This is an optimization exercise on Yosys and OpenROAD, whose aim is small area, a short achievable clock period and few clock cycles per item, not a production implementation.
Where RTL was checked, it was by simulation tests only, not by an equivalence proof against the original.
Power and IR drop assume default switching activity.

## averaged_current_sense
module averaged_current_sense (
  input  wire logic                            clk,
  input  wire logic                            rst,
  input  wire logic                            s_valid,
  output logic                                 s_ready,
  input  wire logic [acs_pkg::CH_W-1:0]        s_channel,
  input  wire logic                            s_kind,
  input  wire logic [acs_pkg::SAMPLE_BITS-1:0] s_sample,
  output logic                                 r_valid,
  input  wire logic                            r_ready,
  output logic [acs_pkg::CH_W-1:0]             r_channel,
  output logic                                 r_kind,
  output logic [acs_pkg::SAMPLE_BITS-1:0]      r_average,
  output logic [acs_pkg::MA_W-1:0]             r_current_ma,
  input  wire logic                            cfg_we,
  input  wire logic [acs_pkg::CFG_IDX_W-1:0]   cfg_index,
  input  wire logic [acs_pkg::CFG_W-1:0]       cfg_data
);
Size in the first run: roughly 3200 cells after synthesis, ~540 flip-flops, roughly 30000 um2 of cells after synthesis.
==> flow/config.mk <==
export PLATFORM = sky130hd
export DESIGN_NAME = averaged_current_sense
export DESIGN_NICKNAME = averaged_current_sense
export VERILOG_FILES = /design/flow/design.v
export SDC_FILE = /design/flow/constraint.sdc
export NUM_CORES = 4
export LEC_CHECK = 0
export ABC_AREA = 1
export ABC_CLOCK_PERIOD_IN_PS = 3500
export CAP_MARGIN = 20
export CORE_MARGIN = 2
export CORE_UTILIZATION = 40
export CTS_BUF_LIST = sky130_fd_sc_hd__clkbuf_4 sky130_fd_sc_hd__clkbuf_8
export CTS_CLUSTER_SIZE = 30
export SETUP_SLACK_MARGIN = 4.7
export SLEW_MARGIN = 20
==> flow/constraint.sdc <==
create_clock -name core_clock -period 8.5 [get_ports {clk}]
set_input_delay 1.7000 -clock core_clock [delete_from_list [all_inputs] [get_ports {clk}]]
set_output_delay 1.7000 -clock core_clock [all_outputs]
set_load 0.01 [all_outputs]
standard.sh (not shown) runs the stock make flow with config.mk's settings and CLKGATE_MAP_FILE= SYNTH_SCRIPT=/design/flow/synth_recipe.tcl, a recipe that flattens the netlist after the stock synthesis.
==> flow/flow/run.sh <==
#!/bin/bash
# The standard layout, with buf_2 port buffers and resizing not held to a cell's footprint.
bash standard.sh MATCH_CELL_FOOTPRINT=0 "BUFFER_PORTS_ARGS=-buffer_cell sky130_fd_sc_hd__buf_2" finish > standard.log 2>&1
The starting point completed with no timing, DRC or antenna violations.
Testbench counts at the start, summed over its fixed seeds: cycles 16,657, items 4,813.
Then changed:
--- a/flow/design.v
+++ b/flow/design.v
@@ -97,17 +97,18 @@
 );
   logic [acs_pkg::SUM_W-1:0] run_sum  [acs_pkg::CHANNELS];
   logic [acs_pkg::CNT_W-1:0] run_len  [acs_pkg::CHANNELS];
   logic                      run_kind [acs_pkg::CHANNELS];
   logic                            in_valid;
   logic [acs_pkg::CH_W-1:0]        in_ch;
   logic                            in_kind;
   logic [acs_pkg::SAMPLE_BITS-1:0] in_sample;
-  logic [acs_pkg::CHANNELS-1:0]    in_join;       
+  logic                            in_restart;    
+  logic                      restart;
   logic [acs_pkg::SUM_W-1:0] base_sum;
   logic [acs_pkg::CNT_W-1:0] base_len;
   logic [acs_pkg::SUM_W-1:0] sum_next;
   logic [acs_pkg::LEN_W-1:0] len_next;
   logic                      done;
   logic fwd;
   logic n_busy;
   logic n_run_kind;
@@ -118,27 +119,23 @@
   end
   always_ff @(posedge clk) begin
     if (rst) in_valid <= 1'b0;
     else if (!hold) in_valid <= n_valid;
     if (!hold) begin
       in_ch      <= n_ch;
       in_kind    <= n_kind;
       in_sample  <= n_sample;
-      for (int c = 0; c < acs_pkg::CHANNELS; c++)
-        in_join[c] <= (n_ch == acs_pkg::CH_W'(c)) && !(n_busy && (n_run_kind != n_kind));
+      in_restart <= n_busy && (n_run_kind != n_kind);
     end
   end
   always_comb begin
-    base_sum = '0;
-    base_len = '0;
-    for (int c = 0; c < acs_pkg::CHANNELS; c++) begin
-      base_sum = base_sum | (in_join[c] ? run_sum[c] : '0);
-      base_len = base_len | (in_join[c] ? run_len[c] : '0);
-    end
+    restart  = in_restart;
+    base_sum = restart ? '0 : run_sum[in_ch];
+    base_len = restart ? '0 : run_len[in_ch];
     sum_next = base_sum + acs_pkg::SUM_W'(in_sample);
     len_next = acs_pkg::LEN_W'(base_len) + acs_pkg::LEN_W'(1);
     done     = base_len >= (in_kind ? cal_lim : meas_lim);
   end
   always_ff @(posedge clk) begin
     if (rst) begin
       for (int i = 0; i < acs_pkg::CHANNELS; i++) begin
         run_sum[i]  <= '0;
@@ -317,46 +314,35 @@
     if (rst) p1_valid <= 1'b0;
     else if (!stall) p1_valid <= dv[NS] || l_last;
     if (!stall) begin
       p1_ch   <= l_last ? j_ch    : dch[NS];
       p1_kind <= l_last ? j_kind  : dk[NS];
       p1_avg  <= l_last ? l_q_n   : dq[NS];
     end
   end
-  assign off = zero_offset[p1_ch];
-  logic [acs_pkg::SAMPLE_BITS:0] c_diff;
-  assign c_diff    = {1'b0, p1_avg} - {1'b0, off};
-  assign corrected = c_diff[acs_pkg::SAMPLE_BITS] ? '0 : c_diff[acs_pkg::SAMPLE_BITS-1:0];
+  assign off       = zero_offset[p1_ch];
+  assign corrected = (p1_avg > off) ? p1_avg - off : '0;
   localparam int TW = acs_pkg::SAMPLE_BITS + 2;
   logic [TW-1:0] t_a, t_b, t_c, t_x, t_y, t_diff;
   logic          p1_pass;
   always_comb begin
     t_a    = TW'(p1_avg);
     t_b    = ~(TW'(off));
     t_c    = ~(TW'(deadband));
     t_x    = t_a ^ t_b ^ t_c;
     t_y    = {((t_a & t_b) | (t_a & t_c) | (t_b & t_c)), 1'b1};
     t_diff = t_x - ~t_y;
-    p1_pass = !p1_kind && ((deadband == '0) || !t_diff[TW-1]);
-  end
-  logic [acs_pkg::CHANNELS-1:0] p1_set;
-  always_ff @(posedge clk) begin
-    if (rst) p1_set <= '0;
-    else if (!stall)
-      for (int c = 0; c < acs_pkg::CHANNELS; c++)
-        p1_set[c] <= (dv[NS] || l_last) && (l_last ? j_kind : dk[NS]) &&
-                     ((l_last ? j_ch : dch[NS]) == acs_pkg::CH_W'(c));
+    p1_pass = !p1_kind && ((deadband == '0) || ((p1_avg > off) && !t_diff[TW-1]));
   end
   always_ff @(posedge clk) begin
     if (rst) begin
       for (int i = 0; i < acs_pkg::CHANNELS; i++) zero_offset[i] <= '0;
-    end else if (!stall) begin
-      for (int i = 0; i < acs_pkg::CHANNELS; i++)
-        if (p1_set[i]) zero_offset[i] <= p1_avg;
+    end else if (!stall && p1_valid && p1_kind) begin
+      zero_offset[p1_ch] <= p1_avg;
     end
   end
   localparam int PW = acs_pkg::PROD_W;
   localparam int FW = acs_pkg::Q_FRAC;
   logic                            p2_valid;
   logic [acs_pkg::CH_W-1:0]        p2_ch;
   logic                            p2_kind;
   logic [acs_pkg::SAMPLE_BITS-1:0] p2_avg;
Die area grows by 1.0%.
Routed wire length falls by 2.6%.
Setup slack gains 0.042 ns.
Via count goes down by 0.98%.
Global-route usage is lower by 0.51 points.
Final area rises by 0.42%.
Clock power is lower by about 5%.
Sequential power shrinks by about 3%.
First-iteration DRC count is higher by 2.5%.
Worst hold slack loses 0.026 ns.
Synthesized area is higher by 1.1%.
For the second run of this note, only the layout was checked, not whether the RTL still works.

========
averaged_current_sense, a different RTL version from the one above (not shown whole).
For scale: ~2,600 cells after synthesis, roughly 480 flip-flops, about 75 I/O pins, about 29,000 um^2 of cells after synthesis.
export LEC_CHECK = 0
export ABC_CLOCK_PERIOD_IN_PS = 3500
export CAP_MARGIN = 20
export CORE_MARGIN = 2
export CORE_UTILIZATION = 40
export SETUP_SLACK_MARGIN = 4.7
export SLEW_MARGIN = 20
create_clock -name core_clock -period 8.5 [get_ports {clk}]
Scripts as last shown in full above: flow/flow/run.sh
The first run went through all stages and came out clean.
Next try:
--- a/flow/design.v
+++ b/flow/design.v
@@ -350,60 +350,83 @@
     if (rst) p2_valid <= 1'b0;
     else if (!stall) p2_valid <= p1_valid;
     if (!stall) begin
       p2_ch   <= p1_ch;
       p2_kind <= p1_kind;
       p2_avg  <= p1_avg;
       p2_pass <= p1_pass;
       p2_corr <= corrected;
     end
   end
   logic [PW-1:0] row_a;
   logic [PW-1:0] row_b;
+  logic [FW:0]   low_sum;
   localparam int GW = acs_pkg::GAIN_W + 2;
   logic [GW-1:0] gain3;
   always_ff @(posedge clk) gain3 <= GW'(gain) + GW'({gain, 1'b0});
   logic [PW-1:0] r0 [6];
   logic [PW-1:0] r1 [4];
   logic [PW-1:0] r2 [3];
   always_comb begin
     for (int i = 0; i < 6; i++) begin
       case (p2_corr[2*i +: 2])
         2'd1:    r0[i] = PW'(gain) << (2*i);
         2'd2:    r0[i] = PW'({gain, 1'b0}) << (2*i);
         2'd3:    r0[i] = PW'(gain3) << (2*i);
         default: r0[i] = '0;
       endcase
     end
     for (int i = 0; i < 2; i++) begin
       r1[2*i]   = r0[3*i] ^ r0[3*i+1] ^ r0[3*i+2];
       r1[2*i+1] = ((r0[3*i] & r0[3*i+1]) | (r0[3*i] & r0[3*i+2]) | (r0[3*i+1] & r0[3*i+2])) << 1;
     end
     r2[0] = r1[0] ^ r1[1] ^ r1[2];
     r2[1] = ((r1[0] & r1[1]) | (r1[0] & r1[2]) | (r1[1] & r1[2])) << 1;
     r2[2] = r1[3];
     row_a   = r2[0] ^ r2[1] ^ r2[2];
     row_b   = ((r2[0] & r2[1]) | (r2[0] & r2[2]) | (r2[1] & r2[2])) << 1;
+    low_sum = (FW+1)'(row_a[FW-1:0]) + (FW+1)'(row_b[FW-1:0]);
   end
-  logic [PW-1:0]            product;
-  logic [acs_pkg::MA_W-1:0] ma;
-  assign product = row_a + row_b;
-  assign ma = !p2_pass ? '0 : product[FW +: acs_pkg::MA_W];
+  logic                            p3_valid;
+  logic [acs_pkg::CH_W-1:0]        p3_ch;
+  logic                            p3_kind;
+  logic [acs_pkg::SAMPLE_BITS-1:0] p3_avg;
+  logic                            p3_pass;
+  logic [PW-FW-1:0]                p3_a;
+  logic [PW-FW-1:0]                p3_b;
+  logic                            p3_c;
+  logic [PW-FW-1:0]                scaled;
+  logic [acs_pkg::MA_W-1:0]        ma;
+  always_ff @(posedge clk) begin
+    if (rst) p3_valid <= 1'b0;
+    else if (!stall) p3_valid <= p2_valid;
+    if (!stall) begin
+      p3_ch   <= p2_ch;
+      p3_kind <= p2_kind;
+      p3_avg  <= p2_avg;
+      p3_pass <= p2_pass;
+      p3_a    <= row_a[PW-1:FW];
+      p3_b    <= row_b[PW-1:FW];
+      p3_c    <= low_sum[FW];
+    end
+  end
+  assign scaled = p3_a + p3_b + (PW-FW)'(p3_c);
+  assign ma = !p3_pass ? '0 : acs_pkg::MA_W'(scaled);
   always_ff @(posedge clk) begin
     if (rst) r_valid <= 1'b0;
-    else if (!stall) r_valid <= p2_valid;
+    else if (!stall) r_valid <= p3_valid;
     if (!stall) begin
-      r_channel    <= p2_ch;
-      r_kind       <= p2_kind;
-      r_average    <= p2_avg;
+      r_channel    <= p3_ch;
+      r_kind       <= p3_kind;
+      r_average    <= p3_avg;
       r_current_ma <= ma;
     end
   end
 endmodule
 `default_nettype wire
 `default_nettype none
 module averaged_current_sense (
   input  wire logic                            clk,
   input  wire logic                            rst,
   input  wire logic                            s_valid,
   output logic                                 s_ready,
   input  wire logic [acs_pkg::CH_W-1:0]        s_channel,
Power falls by 8.0%.
Fmax climbs by 26%.
Worst hold slack gains 0.017 ns.
Count of clock-buffer cells in the layout increases by 5.
Clock power grows by 15%.
Routed wire length hardly moves.
Sequential power rises by 16%.
Testbench counts after the change, summed over its fixed seeds: cycles 16,657, items 4,813.
Function not checked in the first run of this note: the RTL went through the layout flow alone.

========
averaged_current_sense, a different RTL version from the one above (not shown whole).
Size: ~1,900 cells after synthesis, ~430 flip-flops, roughly 75 I/O pins, roughly 23,000 sq um of cells after synthesis.
export LEC_CHECK = 0
export ABC_CLOCK_PERIOD_IN_PS = 3500
export CAP_MARGIN = 20
export CORE_MARGIN = 2
export CORE_UTILIZATION = 40
export SETUP_SLACK_MARGIN = 4.7
export SLEW_MARGIN = 20
create_clock -name core_clock -period 8.5 [get_ports {clk}]
Scripts as last shown in full above: flow/flow/run.sh
==> next run, changes <==
--- a/flow/design.v
+++ b/flow/design.v
@@ -407,19 +407,17 @@
       p3_avg  <= p2_avg;
       p3_pass <= p2_pass;
       p3_a    <= row_a[PW-1:FW];
       p3_b    <= row_b[PW-1:FW];
       p3_c    <= low_sum[FW];
     end
   end
   assign scaled = p3_a + p3_b + (PW-FW)'(p3_c);
-  assign ma = !p3_pass ? '0 :
-              (scaled[PW-FW-1:acs_pkg::MA_W] != '0) ? {acs_pkg::MA_W{1'b1}} :
-              scaled[acs_pkg::MA_W-1:0];
+  assign ma = !p3_pass ? '0 : acs_pkg::MA_W'(scaled);
   always_ff @(posedge clk) begin
     if (rst) r_valid <= 1'b0;
     else if (!stall) r_valid <= p3_valid;
     if (!stall) begin
       r_channel    <= p3_ch;
       r_kind       <= p3_kind;
       r_average    <= p3_avg;
       r_current_ma <= ma;
What happened: The changed run went through all stages and came out clean; non-clock buffer count rose by 34; worst setup slack is worse by 0.20 ns; routed wire length rose by 48%; total power rose by 40%; sequential cell count rose by 88; count of clock-buffer cells in the layout rose by 28; fmax fell by 4.9%; combinational power rose by 52%; hold slack is about the same; sequential power rose by 26%.
Testbench counts after the change, summed over its fixed seeds: cycles 16,657, items 4,813.
Function not checked in the first run of this note: the RTL went through the layout flow alone.

==> afterwards: timing with drivers on the ports <==
In the flow no input, the clock included, has a driving cell. The finished layouts below were timed again as built, in two steps. Step 1: set_driving_cell puts a clkbuf_16 on clk and a buf_2 on each other input, an assumption about the parent block. Step 2 also shifts input and output timing later by t, the mid clock arrival at the registers, as if the neighbouring blocks saw the same clock. Three values: ideal, step 1, step 2; two values: the first two.
run	shift t [ns]	setup WS [ns]	worst hold slack (ns)	pins driven straight from the clock port
the first run of note 1	0.735	4.842 / 4.842 / 4.190	0.412 / 0.412 / 0.412	1
the second run of note 1	0.758	4.884 / 4.917 / 4.170	0.386 / 0.386 / 0.386	1
the first run of note 2	0.669	3.642 / 3.642 / 3.642	0.399 / 0.399 / 0.399	1
the second run of note 2	0.685	4.654 / 4.654 / 4.147	0.417 / 0.417 / 0.417	1
the first run of note 3	0.606	4.744 / 4.744 / 4.300	0.417 / 0.417 / 0.417	1
the second run of note 3	0.677	4.548 / 4.548 / 4.189	0.417 / 0.417 / 0.417	1
After both steps setup and hold are still met in every run listed. The setup slack of the second run of note 1, which loses most, moves by +0.033 ns with the drivers and by -0.714 ns with both steps.
